This design comes from an exercise in tuning for small area, a short achievable clock period and few clock cycles on the open sky130 flow, not from production work.
At most, simulation tests tie the RTL to the original design; equivalence was not proved.
No activity file was given, so power comes from the tool's default toggle rates.

==> flow/design.v <==
`timescale 1ns / 1ps
package sexp_pkg;
   localparam logic [5:0] MAX_DEPTH = 6'd32;
   localparam logic [7:0] CH_TAB    = 8'h09;
   localparam logic [7:0] CH_LF     = 8'h0A;
   localparam logic [7:0] CH_CR     = 8'h0D;
   localparam logic [7:0] CH_SPACE  = 8'h20;
   localparam logic [7:0] CH_QUOTE  = 8'h22;
   localparam logic [7:0] CH_SEMI   = 8'h3B;
   localparam logic [7:0] CH_BSLASH = 8'h5C;
   localparam logic [7:0] CH_LPAREN = 8'h28;
   localparam logic [7:0] CH_RPAREN = 8'h29;
   localparam logic [7:0] CH_LBRACK = 8'h5B;
   localparam logic [7:0] CH_RBRACK = 8'h5D;
   localparam logic [7:0] CH_LBRACE = 8'h7B;
   localparam logic [7:0] CH_RBRACE = 8'h7D;
   localparam logic [7:0] CH_ZERO   = 8'h30;
   localparam logic [7:0] CH_LOWER_N = 8'h6E;
   localparam logic [7:0] CH_LOWER_R = 8'h72;
   localparam logic [7:0] CH_LOWER_T = 8'h74;
   localparam logic [3:0] RADIX     = 4'd10;
   localparam logic [1:0] ERR_STRAY  = 2'd0;
   localparam logic [1:0] ERR_ESCAPE = 2'd1;
   localparam logic [1:0] ERR_DEEP   = 2'd2;
   localparam logic [1:0] ERR_NONE   = 2'd0;
   typedef enum logic [2:0] {
      TK_LBEGIN = 3'd0,
      TK_LEND   = 3'd1,
      TK_ABYTE  = 3'd2,
      TK_AEND   = 3'd3,
      TK_IEND   = 3'd4,
      TK_SBYTE  = 3'd5,
      TK_SEND   = 3'd6,
      TK_ERROR  = 3'd7
   } token_type;
   typedef enum logic [2:0] {
      PH_START   = 3'd0,
      PH_LIST    = 3'd1,
      PH_ATOM    = 3'd2,
      PH_STRING  = 3'd3,
      PH_ESCAPE  = 3'd4,
      PH_COMMENT = 3'd5,
      PH_DONE    = 3'd6
   } phase_type;
   typedef struct packed {
      logic        s0_vld;
      token_type   s0_tok;
      logic [63:0] s0_val;
      logic [5:0]  s0_lvl;
      logic        s1_vld;
      token_type   s1_tok;
      logic [7:0]  s1_chr;
      logic [1:0]  s1_err;
      logic [5:0]  s1_lvl;
      logic [5:0]  unw;
   } bundle_type;
   function automatic logic is_ws(input logic [7:0] c);
      is_ws = (c == CH_TAB) || (c == CH_LF) || (c == CH_SPACE);
   endfunction
   function automatic logic is_digit(input logic [7:0] c);
      is_digit = (c >= 8'h30) && (c <= 8'h39);
   endfunction
   function automatic logic is_atom(input logic [7:0] c);
      logic r;
      r = is_digit(c) || ((c >= 8'h61) && (c <= 8'h7A)) || ((c >= 8'h41) && (c <= 8'h5A));
      unique case (c)
         8'h5F, 8'h24, 8'h23, 8'h3F, 8'h2E, 8'h40, 8'h2B, 8'h2D, 8'h21, 8'h7E,
         8'h2A, 8'h2F, 8'h25, 8'h3C, 8'h3E, 8'h26, 8'h5E, 8'h7C, 8'h3D: r = 1'b1;
         default: ;
      endcase
      is_atom = r;
   endfunction
   function automatic logic is_open(input logic [7:0] c);
      is_open = (c == CH_LPAREN) || (c == CH_LBRACK) || (c == CH_LBRACE);
   endfunction
   function automatic logic is_close(input logic [7:0] c);
      is_close = (c == CH_RPAREN) || (c == CH_RBRACK) || (c == CH_RBRACE);
   endfunction
endpackage
`timescale 1ns / 1ps
`timescale 1ns / 1ps
`timescale 1ns / 1ps
`timescale 1ns / 1ps
module s_expression_tokenizer (
   input  logic        clock,
   input  logic        reset,
   input  logic        req_valid,
   output logic        req_ready,
   input  logic        req_kind,
   input  logic [7:0]  req_byte_req,
   output logic        rsp_valid,
   input  logic        rsp_ready,
   output logic [2:0]  rsp_token,
   output logic [7:0]  rsp_char_out,
   output logic [63:0] rsp_int_value,
   output logic [1:0]  rsp_error_code,
   output logic [5:0]  rsp_level,
   output logic        rsp_last
);
   sexp_pkg::phase_type phase_ff, phase_in;
   logic [5:0]  depth_ff, depth_in;
   logic        digits_ff, digits_in;
   logic        sat_ff, sat_in;
   logic [63:0] accum_ff, accum_in;
   logic        in_vld_ff;
   logic        in_kind_ff;
   logic [7:0]  in_chr_ff;
   logic        in_quiet_ff;   
   logic        in_atom_ff;    
   logic        in_digit_ff;   
   logic        valid_ff;
   sexp_pkg::token_type tok_ff, tok_in;
   logic [7:0]  chr_ff, chr_in;
   logic [1:0]  err_ff, err_in;
   logic        last_ff, last_in;
   logic        out_free;
   logic        step;
   logic        emit;
   logic        consume;
   logic        k;
   logic [7:0]  c;
   logic        quiet;
   sexp_pkg::phase_type quiet_ph;
   logic [7:0]  esc_chr;
   logic        esc_ok;
   logic [1:0]  e_lo;
   logic        e_ci;
   logic [63:0] sum5;
   logic [63:0] prod;
   logic        ovf;
   assign k        = in_kind_ff;
   assign c        = in_chr_ff;
   assign out_free = !valid_ff || rsp_ready;
   assign step     = in_vld_ff && out_free;
   assign quiet    = in_quiet_ff;
   assign quiet_ph = sexp_pkg::is_ws(c) ? sexp_pkg::PH_LIST :
                     (c == sexp_pkg::CH_SEMI) ? sexp_pkg::PH_COMMENT : sexp_pkg::PH_STRING;
   always_comb begin
      esc_ok  = 1'b1;
      esc_chr = c;
      unique case (c)
         sexp_pkg::CH_BSLASH:  esc_chr = sexp_pkg::CH_BSLASH;
         sexp_pkg::CH_QUOTE:   esc_chr = sexp_pkg::CH_QUOTE;
         sexp_pkg::CH_LOWER_N: esc_chr = sexp_pkg::CH_LF;
         sexp_pkg::CH_LOWER_R: esc_chr = sexp_pkg::CH_CR;
         sexp_pkg::CH_LOWER_T: esc_chr = sexp_pkg::CH_TAB;
         default:              esc_ok  = 1'b0;
      endcase
   end
   assign e_lo = {c[2] | c[3], c[1] | c[3]};
   assign e_ci = c[3];
   assign sum5 = 64'({1'b0, accum_ff[60:0], e_lo} + {1'b0, accum_ff[62:0]} + {63'd0, e_ci});
   assign prod = {sum5[62:0], c[0]};
   assign ovf  = accum_ff[63] | accum_ff[62] | accum_ff[61] | sum5[63];
   always_comb begin
      phase_in = phase_ff;
      depth_in = depth_ff;
      emit     = 1'b0;
      consume  = 1'b1;
      tok_in   = sexp_pkg::TK_LEND;
      chr_in   = 8'd0;
      err_in   = sexp_pkg::ERR_NONE;
      last_in  = 1'b1;
      unique case (phase_ff)
         sexp_pkg::PH_START: begin
            emit     = 1'b1;
            tok_in   = sexp_pkg::TK_LBEGIN;
            depth_in = 6'd1;
            if (quiet) begin
               phase_in = quiet_ph;
            end else begin
               phase_in = sexp_pkg::PH_LIST;
               consume  = 1'b0;
               last_in  = 1'b0;
            end
         end
         sexp_pkg::PH_ATOM: begin
            if (in_atom_ff) begin
               emit   = 1'b1;
               tok_in = sexp_pkg::TK_ABYTE;
               chr_in = c;
            end else begin
               emit   = 1'b1;
               tok_in = digits_ff ? sexp_pkg::TK_IEND : sexp_pkg::TK_AEND;
               if (quiet) begin
                  phase_in = quiet_ph;
               end else begin
                  phase_in = sexp_pkg::PH_LIST;
                  consume  = 1'b0;
                  last_in  = 1'b0;
               end
            end
         end
         sexp_pkg::PH_STRING, sexp_pkg::PH_ESCAPE: begin
            if (k) begin
               emit     = 1'b1;
               tok_in   = sexp_pkg::TK_SEND;
               phase_in = sexp_pkg::PH_LIST;
               consume  = 1'b0;
               last_in  = 1'b0;
            end else if (phase_ff == sexp_pkg::PH_ESCAPE) begin
               emit     = 1'b1;
               phase_in = sexp_pkg::PH_STRING;
               if (esc_ok) begin
                  tok_in = sexp_pkg::TK_SBYTE;
                  chr_in = esc_chr;
               end else begin
                  tok_in = sexp_pkg::TK_ERROR;
                  chr_in = c;
                  err_in = sexp_pkg::ERR_ESCAPE;
               end
            end else if (c == sexp_pkg::CH_QUOTE) begin
               emit     = 1'b1;
               tok_in   = sexp_pkg::TK_SEND;
               phase_in = sexp_pkg::PH_LIST;
            end else if (c == sexp_pkg::CH_BSLASH) begin
               phase_in = sexp_pkg::PH_ESCAPE;
            end else begin
               emit   = 1'b1;
               tok_in = sexp_pkg::TK_SBYTE;
               chr_in = c;
            end
         end
         sexp_pkg::PH_LIST, sexp_pkg::PH_COMMENT: begin
            if (k) begin
               emit     = 1'b1;
               tok_in   = sexp_pkg::TK_LEND;
               depth_in = 6'(depth_ff - 6'd1);
               phase_in = sexp_pkg::PH_LIST;
               if (depth_ff == 6'd1) begin
                  phase_in = sexp_pkg::PH_DONE;
               end else begin
                  consume = 1'b0;
                  last_in = 1'b0;
               end
            end else if (phase_ff == sexp_pkg::PH_COMMENT) begin
               if (c == sexp_pkg::CH_LF) phase_in = sexp_pkg::PH_LIST;
            end else if (quiet) begin
               phase_in = quiet_ph;
            end else if (sexp_pkg::is_open(c)) begin
               emit = 1'b1;
               if (depth_ff[5]) begin
                  tok_in = sexp_pkg::TK_ERROR;
                  chr_in = c;
                  err_in = sexp_pkg::ERR_DEEP;
               end else begin
                  tok_in   = sexp_pkg::TK_LBEGIN;
                  depth_in = 6'(depth_ff + 6'd1);
               end
            end else if (sexp_pkg::is_close(c)) begin
               emit     = 1'b1;
               tok_in   = sexp_pkg::TK_LEND;
               depth_in = 6'(depth_ff - 6'd1);
               if (depth_ff == 6'd1) phase_in = sexp_pkg::PH_DONE;
            end else if (in_atom_ff) begin
               emit     = 1'b1;
               tok_in   = sexp_pkg::TK_ABYTE;
               chr_in   = c;
               phase_in = sexp_pkg::PH_ATOM;
            end else begin
               emit   = 1'b1;
               tok_in = sexp_pkg::TK_ERROR;
               chr_in = c;
               err_in = sexp_pkg::ERR_STRAY;
            end
         end
         default: ;   
      endcase
   end
   always_comb begin
      accum_in  = accum_ff;
      sat_in    = sat_ff;
      digits_in = digits_ff;
      if (phase_ff != sexp_pkg::PH_ATOM) begin
         accum_in  = {60'd0, c[3:0]};
         sat_in    = 1'b0;
         digits_in = in_digit_ff;
      end else if (in_digit_ff) begin
         accum_in  = prod[63:0];
         sat_in    = sat_ff || ovf;
      end else begin
         digits_in = 1'b0;
      end
   end
   assign req_ready = !in_vld_ff || (out_free && consume);
   always_ff @(posedge clock) begin
      if (reset) begin
         phase_ff  <= sexp_pkg::PH_START;
         in_vld_ff <= 1'b0;
         valid_ff  <= 1'b0;
      end else begin
         if (step) phase_ff <= phase_in;
         if (req_ready) in_vld_ff <= req_valid;
         if (out_free) valid_ff <= step && emit;
      end
   end
   always_ff @(posedge clock) begin
      if (req_ready) begin
         in_kind_ff <= req_kind;
         in_chr_ff  <= req_byte_req;
         in_quiet_ff <= !req_kind && (sexp_pkg::is_ws(req_byte_req) ||
                                      (req_byte_req == sexp_pkg::CH_SEMI) ||
                                      (req_byte_req == sexp_pkg::CH_QUOTE));
         in_atom_ff  <= !req_kind && sexp_pkg::is_atom(req_byte_req);
         in_digit_ff <= !req_kind && sexp_pkg::is_digit(req_byte_req);
      end
      if (step) begin
         depth_ff  <= depth_in;
         accum_ff  <= accum_in;
         sat_ff    <= sat_in;
         digits_ff <= digits_in;
         tok_ff    <= tok_in;
         chr_ff    <= chr_in;
         err_ff    <= err_in;
         last_ff   <= last_in;
      end
   end
   assign rsp_valid      = valid_ff;
   assign rsp_token      = 3'(tok_ff);
   assign rsp_char_out   = chr_ff;
   assign rsp_int_value  = (accum_ff | {64{sat_ff}}) & {64{tok_ff == sexp_pkg::TK_IEND}};
   assign rsp_error_code = err_ff;
   assign rsp_level      = depth_ff;
   assign rsp_last       = last_ff;
endmodule
clock: 5.0 ns
lec_check: 0
cap_margin: 20
core_margin: 2
core_utilization: 40
setup_slack_margin: 2.5
slew_margin: 20
run.sh (not shown) runs the stock make flow with config.mk's settings and CLKGATE_MAP_FILE= SYNTH_SCRIPT=/design/flow/synth_recipe.tcl, a recipe that flattens the netlist after the stock synthesis.
Rerun with:
--- a/flow/design.v
+++ b/flow/design.v
@@ -103,13 +103,10 @@
    logic        sat_ff, sat_in;
    logic [63:0] accum_ff, accum_in;
    logic        in_vld_ff;
    logic        in_kind_ff;
    logic [7:0]  in_chr_ff;
-   logic        in_quiet_ff;   
-   logic        in_atom_ff;    
-   logic        in_digit_ff;   
    logic        valid_ff;
    sexp_pkg::token_type tok_ff, tok_in;
    logic [7:0]  chr_ff, chr_in;
    logic [1:0]  err_ff, err_in;
    logic        last_ff, last_in;
@@ -121,20 +118,18 @@
    logic [7:0]  c;
    logic        quiet;
    sexp_pkg::phase_type quiet_ph;
    logic [7:0]  esc_chr;
    logic        esc_ok;
-   logic [1:0]  e_lo;
-   logic        e_ci;
-   logic [63:0] sum5;
-   logic [63:0] prod;
+   logic [67:0] prod;
    logic        ovf;
    assign k        = in_kind_ff;
    assign c        = in_chr_ff;
    assign out_free = !valid_ff || rsp_ready;
    assign step     = in_vld_ff && out_free;
-   assign quiet    = in_quiet_ff;
+   assign quiet    = !k && (sexp_pkg::is_ws(c) || (c == sexp_pkg::CH_SEMI) ||
+                            (c == sexp_pkg::CH_QUOTE));
    assign quiet_ph = sexp_pkg::is_ws(c) ? sexp_pkg::PH_LIST :
                      (c == sexp_pkg::CH_SEMI) ? sexp_pkg::PH_COMMENT : sexp_pkg::PH_STRING;
    always_comb begin
       esc_ok  = 1'b1;
       esc_chr = c;
@@ -145,15 +140,13 @@
          sexp_pkg::CH_LOWER_R: esc_chr = sexp_pkg::CH_CR;
          sexp_pkg::CH_LOWER_T: esc_chr = sexp_pkg::CH_TAB;
          default:              esc_ok  = 1'b0;
       endcase
    end
-   assign e_lo = {c[2] | c[3], c[1] | c[3]};
-   assign e_ci = c[3];
-   assign sum5 = 64'({1'b0, accum_ff[60:0], e_lo} + {1'b0, accum_ff[62:0]} + {63'd0, e_ci});
-   assign prod = {sum5[62:0], c[0]};
-   assign ovf  = accum_ff[63] | accum_ff[62] | accum_ff[61] | sum5[63];
+   assign prod = ({4'd0, accum_ff} << 3) + ({4'd0, accum_ff} << 1) + {64'd0, c[3:0]};
+   assign ovf  = (accum_ff > 64'h1999_9999_9999_9999) ||
+                 ((accum_ff == 64'h1999_9999_9999_9999) && (c[3:0] > 4'd5));
    always_comb begin
       phase_in = phase_ff;
       depth_in = depth_ff;
       emit     = 1'b0;
       consume  = 1'b1;
@@ -173,11 +166,11 @@
                consume  = 1'b0;
                last_in  = 1'b0;
             end
          end
          sexp_pkg::PH_ATOM: begin
-            if (in_atom_ff) begin
+            if (!k && sexp_pkg::is_atom(c)) begin
                emit   = 1'b1;
                tok_in = sexp_pkg::TK_ABYTE;
                chr_in = c;
             end else begin
                emit   = 1'b1;
@@ -250,11 +243,11 @@
             end else if (sexp_pkg::is_close(c)) begin
                emit     = 1'b1;
                tok_in   = sexp_pkg::TK_LEND;
                depth_in = 6'(depth_ff - 6'd1);
                if (depth_ff == 6'd1) phase_in = sexp_pkg::PH_DONE;
-            end else if (in_atom_ff) begin
+            end else if (sexp_pkg::is_atom(c)) begin
                emit     = 1'b1;
                tok_in   = sexp_pkg::TK_ABYTE;
                chr_in   = c;
                phase_in = sexp_pkg::PH_ATOM;
             end else begin
@@ -272,12 +265,12 @@
       sat_in    = sat_ff;
       digits_in = digits_ff;
       if (phase_ff != sexp_pkg::PH_ATOM) begin
          accum_in  = {60'd0, c[3:0]};
          sat_in    = 1'b0;
-         digits_in = in_digit_ff;
-      end else if (in_digit_ff) begin
+         digits_in = sexp_pkg::is_digit(c);
+      end else if (!k && sexp_pkg::is_digit(c)) begin
          accum_in  = prod[63:0];
          sat_in    = sat_ff || ovf;
       end else begin
          digits_in = 1'b0;
       end
@@ -296,15 +289,10 @@
    end
    always_ff @(posedge clock) begin
       if (req_ready) begin
          in_kind_ff <= req_kind;
          in_chr_ff  <= req_byte_req;
-         in_quiet_ff <= !req_kind && (sexp_pkg::is_ws(req_byte_req) ||
-                                      (req_byte_req == sexp_pkg::CH_SEMI) ||
-                                      (req_byte_req == sexp_pkg::CH_QUOTE));
-         in_atom_ff  <= !req_kind && sexp_pkg::is_atom(req_byte_req);
-         in_digit_ff <= !req_kind && sexp_pkg::is_digit(req_byte_req);
       end
       if (step) begin
          depth_ff  <= depth_in;
          accum_ff  <= accum_in;
          sat_ff    <= sat_in;
Effect: The new run completed with no timing, DRC or antenna violations. Sequential share of layout area came out lower by 3.3 points. Clock-buffer cell count does not change. Power came out lower by about 9%. Via count came out higher by 16%. First-iteration DRC count came out higher by about 24%. Core utilization came out higher by 1.4 points. Synthesized area came out higher by 11%. Die area came out higher by 11%.
Testbench counts after the change, summed over its fixed seeds: cycles 20,739.
For the first run of this note, only the layout was checked, not whether the RTL still works.

[what the ideal ports hide]
The flow's constraints put no driver on any port. The routed layouts listed below were extracted and timed again, unchanged, in two steps.
Step 1: set_driving_cell puts a clkbuf_16 on clock and a buf_2 on each other input, an assumption about the parent block.
Step 2 adds t to the input delays and takes it off the output delays; t is the mean of the earliest and latest rising clock arrival at the registers after step 1. Input paths then give back, and output paths get back, about the clock's delay inside the block.
a / b / c = no drivers / after step 1 / after step 2; a / b = the first two.
run	t (ns)	slack for setup (ns)	worst hold slack (ns)	worst setup path after step 2	worst slew at a driven data input, ns
the first run	0.411	1.868 / 1.868 / 1.868	0.629 / 0.629 / 0.629	register to register	0.03
the second run	0.417	1.549 / 1.498 / 1.567	0.553 / 0.553 / 0.553	register to register	0.04
After both steps setup and hold are still met in every run listed.
